Background: an optimization exercise with open tools, aiming at small area, a short achievable clock period and few clock cycles. Do not read the settings as production practice. No activity file was given, so power comes from the tool's default toggle rates.

Setup of raven:
// indexed_stack_buffer
module indexed_stack_buffer (
   input  logic        clock,
   input  logic        reset,
   input  logic        req_tvalid,
   output logic        req_tready,
   input  logic [39:0] req_tdata,
   output logic        rsp_tvalid,
   input  logic        rsp_tready,
   output logic [39:0] rsp_tdata
);
   localparam int N = isb_pkg::DEPTH;
   logic [4:0]  cnt;
   logic [3:0]  base;
   logic        dir;
   logic [3:0]  ptr  [N];
   logic [31:0] data [N];
   logic [3:0]  top_ptr, free_ptr;
   logic [3:0]  r_top;               
   logic        r_valid;
   logic [1:0]  r_mode;
   logic [31:0] r_value;
   logic        r_vzero;
   logic        r_in_range, r_below_top, r_at_top, r_idx_zero;
   logic [3:0]  r_slot, r_hi, r_ldslot;
   logic        q_valid;
   logic [3:0]  q_slot;
   logic        q_read;
   logic [2:0]  q_status;
   logic [4:0]  q_count;
   logic        h_valid, s_valid;
   logic [39:0] h_data, s_data;
   logic        ready;
   logic accept, adv, q_free, move, take;
   logic [3:0] base_n, r_top_n;
   logic [4:0] cnt_n;
   logic       dir_n;
   assign req_tready = ready;
   assign accept     = req_tvalid && ready;
   assign move       = q_valid && !(h_valid && s_valid);
   assign q_free     = !q_valid || move;
   assign adv        = r_valid && q_free;
   assign take       = h_valid && rsp_tready;
   always_ff @(posedge clock) begin
      if (accept) begin
         r_mode   <= req_tdata[1:0];
         r_value  <= req_tdata[33:2];
         r_vzero     <= (req_tdata[33:2] == 32'd0);
         r_in_range  <= ({1'b0, req_tdata[37:34]} < cnt_n);
         r_below_top <= ({1'b0, req_tdata[37:34]} + 5'd1 < cnt_n);
  ...
==> flow/config.mk <==
export PLATFORM = sky130hd
export DESIGN_NAME = indexed_stack_buffer
export DESIGN_NICKNAME = indexed_stack_buffer
export VERILOG_FILES = /design/flow/design.v
export SDC_FILE = /design/flow/constraint.sdc
export NUM_CORES = 4
export LEC_CHECK = 0
export CAP_MARGIN = 20
export CORE_MARGIN = 2
export CORE_UTILIZATION = 55
export CTS_CLUSTER_DIAMETER = 80
export CTS_CLUSTER_SIZE = 30
export SETUP_SLACK_MARGIN = 2.5
export SLEW_MARGIN = 20
==> flow/constraint.sdc <==
create_clock -name core_clock -period 5.0 [get_ports {clock}]
set_input_delay 1.0000 -clock core_clock [delete_from_list [all_inputs] [get_ports {clock}]]
set_output_delay 1.0000 -clock core_clock [all_outputs]
set_load 0.01 [all_outputs]
standard.sh (not shown) runs the stock make flow with config.mk's settings and CLKGATE_MAP_FILE= SYNTH_SCRIPT=/design/flow/synth_recipe.tcl, a recipe that flattens the netlist after the stock synthesis.
==> flow/flow/run.sh <==
#!/bin/bash
# The standard layout, except that the port buffers are buf_4 cells
# instead of the slow delay buffers buffer_ports picks by default. Every
# port still gets its buffer. ORFS's per-step logs stay under orfs/logs;
# make's own output goes to flow_make.log.
set -euo pipefail
export BUFFER_PORTS_ARGS="-buffer_cell sky130_fd_sc_hd__buf_4"
bash standard.sh finish > flow_make.log 2>&1
raven: full flow OK, the timing, DRC and antenna checks passed
Input-level comparison between nickel and raven:
Settings: swapping 2.5 for 2.4 in SETUP_SLACK_MARGIN; clearing CTS_CLUSTER_SIZE, which used to be 30; clearing CTS_CLUSTER_DIAMETER, which used to be 80.
==> flow/run.sh (new file) <==
#!/bin/bash
# synth_recipe.tcl (not shown) runs the flow's synth.tcl, then flattens the netlist and writes it again
# the make line also repeats each setting of config.mk as NAME=value (left out here)
make -C /OpenROAD-flow-scripts/flow DESIGN_CONFIG=/design/flow/config.mk WORK_HOME=/design/flow/orfs CLKGATE_MAP_FILE= SYNTH_SCRIPT=/design/flow/synth_recipe.tcl finish
removed: flow/flow/run.sh
removed: flow/standard.sh
==> comparison <==
Looking at cell count, nickel sits below raven.
Going from raven to nickel, sequential portion of the cell area grows by 1.0 points.
raven → nickel: clock latency reported for the late side of the worst-skew pair increased by 0.02 ns relative to the old numbers; power consumption went up about 13%.
Global-route usage (nickel over raven): decrease, 0.34 points
The run showing the smaller DRC marker count from the first detailed-route iteration is nickel.
Changes observed in nickel relative to raven: final wirelength fell by 3.7 mm; slack of the critical path fell by 0.016 ns; highest attainable clock frequency fell by 1.9 MHz.
Measured against each other, raven and nickel differ in worst hold slack, the lower figure coming from nickel.
Compared to raven, nickel has global routing met3 resource utilization 0.78 points higher.
No run of this note included a check of the RTL's function; only the layout flow was run.

[what the ideal ports hide]
Ports are ideal in the flow. The routed layouts listed here were re-timed in OpenROAD.
Step 1: set_driving_cell puts a clkbuf_16 on clock and a buf_2 on each other input, an assumption about the parent block.
Step 2, shift: input delay + t, output delay - t, t = (earliest + latest rising clock arrival at the registers) / 2. This alone moves slack from input paths to output paths.
Slacks: no drivers / after step 1 / after step 2; pairs: no drivers / after step 1.
| run | t, ns | slack for setup (ns) | worst setup path after step 2 |
|---|---|---|---|
| raven | 0.659 | 2.127 / 2.127 / 2.059 | input to register |
| nickel | 0.682 | 2.111 / 2.111 / 1.564 | input to register |
After both steps setup and hold are still met in every run listed. The setup slack of nickel, which loses most, moves by 0.000 ns with the drivers and by -0.547 ns with both steps.
